Source: an optimization exercise on an open RTL-to-GDS flow (aim: small area, a short achievable clock period and few clock cycles per item). Production flows keep margins and buffers that such runs may drop. Only simulation tests tie the RTL to the original design; equivalence was not proved.

==> job 1916 <==
// murmur2_hash_bucket_select
module murmur2_hash_bucket_select (
  input  logic        clk,
  input  logic        rst_n,
  input  logic        in_valid,
  output logic        in_stall,
  input  logic [31:0] in_data_word,
  input  logic [2:0]  in_valid_bytes,
  input  logic        in_last_word,
  input  logic [7:0]  in_key_length,
  output logic        out_valid,
  input  logic        out_stall,
  output logic [3:0]  out_bucket,
  output logic [31:0] out_hash_value,
  input  logic        cfg_valid,
  output logic        cfg_ready,
  input  logic        cfg_index,
  input  logic [31:0] cfg_data
);
Settings: LEC_CHECK=0, CAP_MARGIN=20, CORE_MARGIN=2, CORE_UTILIZATION=40, SETUP_SLACK_MARGIN=3, SLEW_MARGIN=20, SYNTH_HIERARCHICAL=1, SYNTH_MINIMUM_KEEP_SIZE=0; clock period 9.0 ns.
run.sh (not shown) runs the stock make flow with config.mk's settings and CLKGATE_MAP_FILE= SYNTH_SCRIPT=/design/flow/synth_recipe.tcl, a recipe that flattens the netlist after the stock synthesis.
==> job 3106 (differences from job 1916) <==
--- a/flow/design.v
+++ b/flow/design.v
@@ -1,21 +1,21 @@
 package mhbs_pkg;
   localparam logic [31:0] MIX_MUL       = 32'h5bd1_e995;
   localparam logic [31:0] RESET_SEED    = 32'h1234_abcd;
-  localparam logic [15:0] RESET_SSEL    = 16'h0002;
+  localparam logic [3:0]  RESET_SM1     = 4'd1;
   localparam logic [447:0] NIB_WT_T = 448'h0000000111111128428423193193444444435194356666666714714700000002142142444444411111110000000111111100000000000000;
-  function automatic logic [27:0] nib_wt(logic [15:0] sel);
+  function automatic logic [27:0] nib_wt(logic [3:0] d);
     nib_wt = '0;
     for (int i = 0; i < 16; i++) begin
-      nib_wt = nib_wt | ({28{sel[i]}} & NIB_WT_T[28*i +: 28]);
+      if (d == 4'(i)) nib_wt = nib_wt | NIB_WT_T[28*i +: 28];
     end
   endfunction
   localparam logic [639:0] BIT_WT_T = 640'h00000084212184218421842842842159bc63842184848484216379a584212684268421842157842100000004211421421421242424242121342134210000000021212121212100000000010000000000;
-  function automatic logic [39:0] bit_wt(logic [15:0] sel);
+  function automatic logic [39:0] bit_wt(logic [3:0] d);
     bit_wt = '0;
     for (int i = 0; i < 16; i++) begin
-      bit_wt = bit_wt | ({40{sel[i]}} & BIT_WT_T[40*i +: 40]);
+      if (d == 4'(i)) bit_wt = bit_wt | BIT_WT_T[40*i +: 40];
     end
   endfunction
 endpackage
 module murmur2_hash_bucket_select (
   input  logic        clk,
@@ -34,12 +34,11 @@
   output logic        cfg_ready,
   input  logic        cfg_index,
   input  logic [31:0] cfg_data
 );
   logic [31:0] seed_r;
-  logic [15:0] ssel_r;       
-  logic [3:0]  sm1;          
+  logic [3:0]  sm1_r;        
   logic        adv;
   logic        in_acc;
   logic        in_key_r;     
   logic        seen_r;       
   logic [7:0]  klen_r;       
@@ -183,44 +182,39 @@
   logic [5:0]  p2;
   logic [4:0]  p3;
   logic [3:0]  p4;
   logic [4:0]  p4d;
   assign m_o   = g_r ^ (g_r >> 15);
-  assign nib_w = mhbs_pkg::nib_wt(ssel_r);
-  assign bit_w = mhbs_pkg::bit_wt(ssel_r);
+  assign nib_w = mhbs_pkg::nib_wt(sm1_r);
+  assign bit_w = mhbs_pkg::bit_wt(sm1_r);
   mhbs_modp1 u_p1 (.x(m_o),  .c(nib_w),        .s(p1));
   mhbs_ws10  u_p2 (.v(p1_r), .w(bit_w),        .s(p2));
   mhbs_ws6   u_p3 (.v(p2),   .w(bit_w[23:0]),  .s(p3));
   mhbs_ws5   u_p4 (.v(sp_r), .w(bit_w[19:0]),  .s(p4));
-  always_comb begin
-    sm1 = '0;
-    for (int i = 0; i < 16; i++) sm1 = sm1 | ({4{ssel_r[i]}} & 4'(i));
-  end
-  assign p4d        = {1'b0, p4} - {1'b0, sm1} - 5'd1;
+  assign p4d        = {1'b0, p4} - {1'b0, sm1_r} - 5'd1;
   assign out_bucket = p4d[4] ? p4 : p4d[3:0];
   always_ff @(posedge clk) begin
     if (adv) begin
       g_r        <= f_g;
       o_r        <= m_o;
       p1_r       <= p1;
       out_hash_r <= o_r;
       sp_r       <= p3;
     end
   end
-  logic [3:0] cfg_sm1;
-  always_comb begin
-    if (cfg_data[4:0] == 5'd0)                        cfg_sm1 = 4'd0;
-    else if (cfg_data[4] && cfg_data[3:0] != 4'd0)    cfg_sm1 = 4'd15;
-    else                                              cfg_sm1 = 4'(cfg_data[4:0] - 5'd1);
-  end
   always_ff @(posedge clk) begin
     if (!rst_n) begin
       seed_r <= mhbs_pkg::RESET_SEED;
-      ssel_r <= mhbs_pkg::RESET_SSEL;
+      sm1_r  <= mhbs_pkg::RESET_SM1;
     end else if (cfg_valid) begin
-      if (cfg_index) ssel_r <= 16'b1 << cfg_sm1;
-      else           seed_r <= cfg_data;
+      if (cfg_index) begin
+        if (cfg_data[4:0] == 5'd0)     sm1_r <= 4'd0;
+        else if (cfg_data[4] && cfg_data[3:0] != 4'd0) sm1_r <= 4'd15;
+        else                           sm1_r <= 4'(cfg_data[4:0] - 5'd1);
+      end else begin
+        seed_r <= cfg_data;
+      end
     end
   end
 endmodule
 module mhbs_fa (
   input  logic a,
--- a/flow/config.mk
+++ b/flow/config.mk
@@ -6,9 +6,9 @@
 export NUM_CORES = 4
 export LEC_CHECK = 0
 export CAP_MARGIN = 20
 export CORE_MARGIN = 2
 export CORE_UTILIZATION = 40
-export SETUP_SLACK_MARGIN = 3
+export SETUP_SLACK_MARGIN = 4
 export SLEW_MARGIN = 20
 export SYNTH_HIERARCHICAL = 1
 export SYNTH_MINIMUM_KEEP_SIZE = 0
==> job 1019 (differences from job 1916) <==
--- a/flow/design.v
+++ b/flow/design.v
@@ -1,22 +1,86 @@
 package mhbs_pkg;
   localparam logic [31:0] MIX_MUL       = 32'h5bd1_e995;
   localparam logic [31:0] RESET_SEED    = 32'h1234_abcd;
-  localparam logic [15:0] RESET_SSEL    = 16'h0002;
-  localparam logic [447:0] NIB_WT_T = 448'h0000000111111128428423193193444444435194356666666714714700000002142142444444411111110000000111111100000000000000;
-  function automatic logic [27:0] nib_wt(logic [15:0] sel);
-    nib_wt = '0;
+  localparam logic [3:0]  RESET_SM1     = 4'd1;
+  localparam int unsigned WT_NV = 55;
+  localparam logic [879:0] WT_T = 880'h0000025800000043088cb222222610a2296a10a112cde672d8c98cb8485125c444448c6f6acb6a328749a1169799999b42115f2f8a38a700000058000000284511b42842889091457111112109a22ec8888890000001800000042448a72222224000000200000000000000000000;
+  function automatic logic [54:0] wt_var(logic [3:0] d);
+    wt_var = '0;
     for (int i = 0; i < 16; i++) begin
-      nib_wt = nib_wt | ({28{sel[i]}} & NIB_WT_T[28*i +: 28]);
+      if (d == 4'(i)) wt_var = wt_var | WT_T[55*i +: 55];
     end
   endfunction
-  localparam logic [639:0] BIT_WT_T = 640'h00000084212184218421842842842159bc63842184848484216379a584212684268421842157842100000004211421421421242424242121342134210000000021212121212100000000010000000000;
-  function automatic logic [39:0] bit_wt(logic [15:0] sel);
-    bit_wt = '0;
-    for (int i = 0; i < 16; i++) begin
-      bit_wt = bit_wt | ({40{sel[i]}} & BIT_WT_T[40*i +: 40]);
-    end
+  function automatic logic [67:0] wt_all(logic [54:0] v);
+    wt_all[0] = v[0];
+    wt_all[1] = v[1];
+    wt_all[2] = v[2];
+    wt_all[3] = 1'b0;
+    wt_all[4] = v[3];
+    wt_all[5] = v[4];
+    wt_all[6] = v[5];
+    wt_all[7] = v[6];
+    wt_all[8] = v[7];
+    wt_all[9] = v[8];
+    wt_all[10] = v[9];
+    wt_all[11] = v[10];
+    wt_all[12] = v[11];
+    wt_all[13] = v[12];
+    wt_all[14] = v[13];
+    wt_all[15] = v[14];
+    wt_all[16] = v[15];
+    wt_all[17] = v[16];
+    wt_all[18] = v[17];
+    wt_all[19] = v[18];
+    wt_all[20] = v[19];
+    wt_all[21] = v[20];
+    wt_all[22] = v[21];
+    wt_all[23] = v[22];
+    wt_all[24] = v[23];
+    wt_all[25] = v[24];
+    wt_all[26] = v[25];
+    wt_all[27] = 1'b0;
+    wt_all[28] = v[26];
+    wt_all[29] = 1'b0;
+    wt_all[30] = 1'b0;
+    wt_all[31] = 1'b0;
+    wt_all[32] = 1'b0;
+    wt_all[33] = v[27];
+    wt_all[34] = 1'b0;
+    wt_all[35] = 1'b0;
+    wt_all[36] = v[28];
+    wt_all[37] = 1'b0;
+    wt_all[38] = v[29];
+    wt_all[39] = 1'b0;
+    wt_all[40] = v[30];
+    wt_all[41] = v[31];
+    wt_all[42] = 1'b0;
+    wt_all[43] = v[32];
+    wt_all[44] = v[33];
+    wt_all[45] = v[34];
+    wt_all[46] = v[35];
+    wt_all[47] = 1'b0;
+    wt_all[48] = v[36];
+    wt_all[49] = v[37];
+    wt_all[50] = v[38];
+    wt_all[51] = v[39];
+    wt_all[52] = v[40];
+    wt_all[53] = 1'b0;
+    wt_all[54] = v[41];
+    wt_all[55] = v[42];
+    wt_all[56] = v[43];
+    wt_all[57] = v[44];
+    wt_all[58] = v[45];
+    wt_all[59] = v[46];
+    wt_all[60] = v[47];
+    wt_all[61] = v[48];
+    wt_all[62] = v[49];
+    wt_all[63] = v[50];
+    wt_all[64] = v[51];
+    wt_all[65] = v[52];
+    wt_all[66] = v[53];
+    wt_all[67] = v[54];
   endfunction
 endpackage
 module murmur2_hash_bucket_select (
   input  logic        clk,
   input  logic        rst_n,
@@ -34,12 +98,12 @@
   output logic        cfg_ready,
   input  logic        cfg_index,
   input  logic [31:0] cfg_data
 );
   logic [31:0] seed_r;
-  logic [15:0] ssel_r;       
-  logic [3:0]  sm1;          
+  logic [3:0]  sm1_r;        
+  logic [mhbs_pkg::WT_NV-1:0] wv_r;   
   logic        adv;
   logic        in_acc;
   logic        in_key_r;     
   logic        seen_r;       
   logic [7:0]  klen_r;       
@@ -58,11 +122,14 @@
   logic        gv;
   logic [31:0] g_r;
   logic        mv;
   logic [31:0] o_r;
   logic [9:0]  p1_r;
-  logic [4:0]  sp_r;
+  logic        xv;
+  logic [31:0] x_r;
+  logic [5:0]  p2_r;
+  logic [3:0]  p4_r;
   logic        out_valid_r;
   logic [31:0] out_hash_r;
   assign adv       = !(out_valid_r && out_stall);
   assign in_stall  = !adv;
   assign in_acc    = in_valid && adv;
@@ -167,15 +234,17 @@
   mhbs_mulm u_mul_f (.x(f_x), .y(f_g));
   always_ff @(posedge clk) begin
     if (!rst_n) begin
       gv          <= 1'b0;
       mv          <= 1'b0;
+      xv          <= 1'b0;
       out_valid_r <= 1'b0;
     end else if (adv) begin
       gv          <= fv;
       mv          <= gv;
-      out_valid_r <= mv;
+      xv          <= mv;
+      out_valid_r <= xv;
     end
   end
   logic [31:0] m_o;
   logic [27:0] nib_w;
   logic [39:0] bit_w;
@@ -183,29 +252,26 @@
   logic [5:0]  p2;
   logic [4:0]  p3;
   logic [3:0]  p4;
   logic [4:0]  p4d;
   assign m_o   = g_r ^ (g_r >> 15);
-  assign nib_w = mhbs_pkg::nib_wt(ssel_r);
-  assign bit_w = mhbs_pkg::bit_wt(ssel_r);
+  assign {bit_w, nib_w} = mhbs_pkg::wt_all(wv_r);
   mhbs_modp1 u_p1 (.x(m_o),  .c(nib_w),        .s(p1));
   mhbs_ws10  u_p2 (.v(p1_r), .w(bit_w),        .s(p2));
-  mhbs_ws6   u_p3 (.v(p2),   .w(bit_w[23:0]),  .s(p3));
-  mhbs_ws5   u_p4 (.v(sp_r), .w(bit_w[19:0]),  .s(p4));
-  always_comb begin
-    sm1 = '0;
-    for (int i = 0; i < 16; i++) sm1 = sm1 | ({4{ssel_r[i]}} & 4'(i));
-  end
-  assign p4d        = {1'b0, p4} - {1'b0, sm1} - 5'd1;
-  assign out_bucket = p4d[4] ? p4 : p4d[3:0];
+  mhbs_ws6   u_p3 (.v(p2_r), .w(bit_w[23:0]),  .s(p3));
+  mhbs_ws5   u_p4 (.v(p3),   .w(bit_w[19:0]),  .s(p4));
+  assign p4d        = {1'b0, p4_r} - {1'b0, sm1_r} - 5'd1;
+  assign out_bucket = p4d[4] ? p4_r : p4d[3:0];
   always_ff @(posedge clk) begin
     if (adv) begin
       g_r        <= f_g;
       o_r        <= m_o;
       p1_r       <= p1;
-      out_hash_r <= o_r;
-      sp_r       <= p3;
+      x_r        <= o_r;
+      p2_r       <= p2;
+      out_hash_r <= x_r;
+      p4_r       <= p4;
     end
   end
   logic [3:0] cfg_sm1;
   always_comb begin
     if (cfg_data[4:0] == 5'd0)                        cfg_sm1 = 4'd0;
@@ -213,14 +279,19 @@
     else                                              cfg_sm1 = 4'(cfg_data[4:0] - 5'd1);
   end
   always_ff @(posedge clk) begin
     if (!rst_n) begin
       seed_r <= mhbs_pkg::RESET_SEED;
-      ssel_r <= mhbs_pkg::RESET_SSEL;
+      sm1_r  <= mhbs_pkg::RESET_SM1;
+      wv_r   <= mhbs_pkg::wt_var(mhbs_pkg::RESET_SM1);
     end else if (cfg_valid) begin
-      if (cfg_index) ssel_r <= 16'b1 << cfg_sm1;
-      else           seed_r <= cfg_data;
+      if (cfg_index) begin
+        sm1_r <= cfg_sm1;
+        wv_r  <= mhbs_pkg::wt_var(cfg_sm1);
+      end else begin
+        seed_r <= cfg_data;
+      end
     end
   end
 endmodule
 module mhbs_fa (
   input  logic a,
==> flow/config.mk (replaced) <==
export PLATFORM = sky130hd
export DESIGN_NAME = murmur2_hash_bucket_select
export DESIGN_NICKNAME = murmur2_hash_bucket_select
export VERILOG_FILES = /design/flow/design.v
export SDC_FILE = /design/flow/constraint.sdc
export NUM_CORES = 4
export LEC_CHECK = 0
export CAP_MARGIN = 10
export CORE_MARGIN = 2
export CORE_UTILIZATION = 70
export PLACE_DENSITY = 0.75
export SETUP_SLACK_MARGIN = 3
export SLEW_MARGIN = 10
export SYNTH_HIERARCHICAL = 1
export SYNTH_MINIMUM_KEEP_SIZE = 0
==> job 8276 (differences from job 1916) <==
--- a/flow/design.v
+++ b/flow/design.v
@@ -1,21 +1,21 @@
 package mhbs_pkg;
   localparam logic [31:0] MIX_MUL       = 32'h5bd1_e995;
   localparam logic [31:0] RESET_SEED    = 32'h1234_abcd;
-  localparam logic [15:0] RESET_SSEL    = 16'h0002;
+  localparam logic [3:0]  RESET_SM1     = 4'd1;
   localparam logic [447:0] NIB_WT_T = 448'h0000000111111128428423193193444444435194356666666714714700000002142142444444411111110000000111111100000000000000;
-  function automatic logic [27:0] nib_wt(logic [15:0] sel);
+  function automatic logic [27:0] nib_wt(logic [3:0] d);
     nib_wt = '0;
     for (int i = 0; i < 16; i++) begin
-      nib_wt = nib_wt | ({28{sel[i]}} & NIB_WT_T[28*i +: 28]);
+      if (d == 4'(i)) nib_wt = nib_wt | NIB_WT_T[28*i +: 28];
     end
   endfunction
   localparam logic [639:0] BIT_WT_T = 640'h00000084212184218421842842842159bc63842184848484216379a584212684268421842157842100000004211421421421242424242121342134210000000021212121212100000000010000000000;
-  function automatic logic [39:0] bit_wt(logic [15:0] sel);
+  function automatic logic [39:0] bit_wt(logic [3:0] d);
     bit_wt = '0;
     for (int i = 0; i < 16; i++) begin
-      bit_wt = bit_wt | ({40{sel[i]}} & BIT_WT_T[40*i +: 40]);
+      if (d == 4'(i)) bit_wt = bit_wt | BIT_WT_T[40*i +: 40];
     end
   endfunction
 endpackage
 module murmur2_hash_bucket_select (
   input  logic        clk,
@@ -34,12 +34,11 @@
   output logic        cfg_ready,
   input  logic        cfg_index,
   input  logic [31:0] cfg_data
 );
   logic [31:0] seed_r;
-  logic [15:0] ssel_r;       
-  logic [3:0]  sm1;          
+  logic [3:0]  sm1_r;        
   logic        adv;
   logic        in_acc;
   logic        in_key_r;     
   logic        seen_r;       
   logic [7:0]  klen_r;       
@@ -183,44 +182,39 @@
   logic [5:0]  p2;
   logic [4:0]  p3;
   logic [3:0]  p4;
   logic [4:0]  p4d;
   assign m_o   = g_r ^ (g_r >> 15);
-  assign nib_w = mhbs_pkg::nib_wt(ssel_r);
-  assign bit_w = mhbs_pkg::bit_wt(ssel_r);
+  assign nib_w = mhbs_pkg::nib_wt(sm1_r);
+  assign bit_w = mhbs_pkg::bit_wt(sm1_r);
   mhbs_modp1 u_p1 (.x(m_o),  .c(nib_w),        .s(p1));
   mhbs_ws10  u_p2 (.v(p1_r), .w(bit_w),        .s(p2));
   mhbs_ws6   u_p3 (.v(p2),   .w(bit_w[23:0]),  .s(p3));
   mhbs_ws5   u_p4 (.v(sp_r), .w(bit_w[19:0]),  .s(p4));
-  always_comb begin
-    sm1 = '0;
-    for (int i = 0; i < 16; i++) sm1 = sm1 | ({4{ssel_r[i]}} & 4'(i));
-  end
-  assign p4d        = {1'b0, p4} - {1'b0, sm1} - 5'd1;
+  assign p4d        = {1'b0, p4} - {1'b0, sm1_r} - 5'd1;
   assign out_bucket = p4d[4] ? p4 : p4d[3:0];
   always_ff @(posedge clk) begin
     if (adv) begin
       g_r        <= f_g;
       o_r        <= m_o;
       p1_r       <= p1;
       out_hash_r <= o_r;
       sp_r       <= p3;
     end
   end
-  logic [3:0] cfg_sm1;
-  always_comb begin
-    if (cfg_data[4:0] == 5'd0)                        cfg_sm1 = 4'd0;
-    else if (cfg_data[4] && cfg_data[3:0] != 4'd0)    cfg_sm1 = 4'd15;
-    else                                              cfg_sm1 = 4'(cfg_data[4:0] - 5'd1);
-  end
   always_ff @(posedge clk) begin
     if (!rst_n) begin
       seed_r <= mhbs_pkg::RESET_SEED;
-      ssel_r <= mhbs_pkg::RESET_SSEL;
+      sm1_r  <= mhbs_pkg::RESET_SM1;
     end else if (cfg_valid) begin
-      if (cfg_index) ssel_r <= 16'b1 << cfg_sm1;
-      else           seed_r <= cfg_data;
+      if (cfg_index) begin
+        if (cfg_data[4:0] == 5'd0)     sm1_r <= 4'd0;
+        else if (cfg_data[4] && cfg_data[3:0] != 4'd0) sm1_r <= 4'd15;
+        else                           sm1_r <= 4'(cfg_data[4:0] - 5'd1);
+      end else begin
+        seed_r <= cfg_data;
+      end
     end
   end
 endmodule
 module mhbs_fa (
   input  logic a,
==> results.py <==
metrics = {
    "outcome": {
        "outcome": "finished clean",
    },
    "detailed_routing": {
        "wl_met1_mm": 42.4,
    },
    "final_layout": {
        "inverters": 283,
        "multi_input_gates": 2599,
        "nFlopsAndLatches": 414,
    },
    "sta": {
        "finalCritPeriodShare_pct": 66.5,
    },
}
The numbers above come from job 1019.

==> results.py <==
metrics = {
    "detailed_routing": {
        "wl_met1_mm": 48.5,
        "first_iter_violations": 2112,
    },
    "yosys": {
        "ys_top_cells_by_area": "fa_1, edfxtp_1, ha_1",
        "async_reset_ff_share_pct": 0,
    },
    "final_layout": {
        "nFlopsAndLatches": 340,
        "multi_input_gates": 2456,
    },
    "outcome": {
        "outcome": "finished clean",
    },
    "grt": {
        "use_met2_pct": 38.9,
    },
}
The numbers above come from job 3106.

==> results.py <==
metrics = {
    "yosys": {
        "yosysMostFrequentCell": "fa_1",
    },
    "final_layout": {
        "multi_input_gates": 2454,
        "nFlopsAndLatches": 340,
        "inverters": 277,
    },
    "outcome": {
        "outcome": "finished clean",
    },
    "detailed_routing": {
        "dr.max_layer_used": "met5",
        "wl_met1_mm": 45.1,
    },
}
The numbers above come from job 8276.

==> results.py <==
metrics = {
    "outcome": {
        "outcome": "finished clean",
    },
    "clock_tree": {
        "holdBufCountCts": 0,
    },
    "sta": {
        "finalCritPeriodShare_pct": 80.3,
        "setup_tns_ns": 0,
    },
    "final_layout": {
        "layout_commonest_cell": "fa_1",
        "inverters": 287,
        "nFlopsAndLatches": 351,
        "multi_input_gates": 2453,
    },
}
The numbers above come from job 1916.

Testbench counts of job 1916, summed over its fixed seeds: cycles 19,770, keys 3,000.
Testbench counts of job 3106, summed over its fixed seeds: cycles 19,770, keys 3,000.
Testbench counts of job 1019, summed over its fixed seeds: cycles 19,780, keys 3,000.
Testbench counts of job 8276, summed over its fixed seeds: cycles 19,770, keys 3,000.

## afterwards: timing with drivers on the ports
Ports are ideal in the flow. The routed layouts listed here were re-timed in OpenROAD. Step 1 assumes that a clkbuf_16 drives the clock port and a buf_2 every other input. Step 2 moves the port delays by t, midway between the first and last clock arrival at a register: inputs arrive t later, outputs are due t later. That takes back most of the time a late clock gives input paths. a / b / c = ideal ports / drivers / drivers and shift; a / b = the first two.
run	t (ns)	setup slack, ns	slew at the worst register clock pin (ns)
job 1916	0.634	1.776 / 1.716 / 1.806	0.07 / 0.07
job 3106	0.623	2.048 / 1.985 / 2.048	0.08 / 0.08
job 1019	0.645	3.013 / 3.013 / 3.013	0.07 / 0.07
job 8276	0.629	1.996 / 1.934 / 2.018	0.07 / 0.07
After both steps every run listed still meets setup and hold.
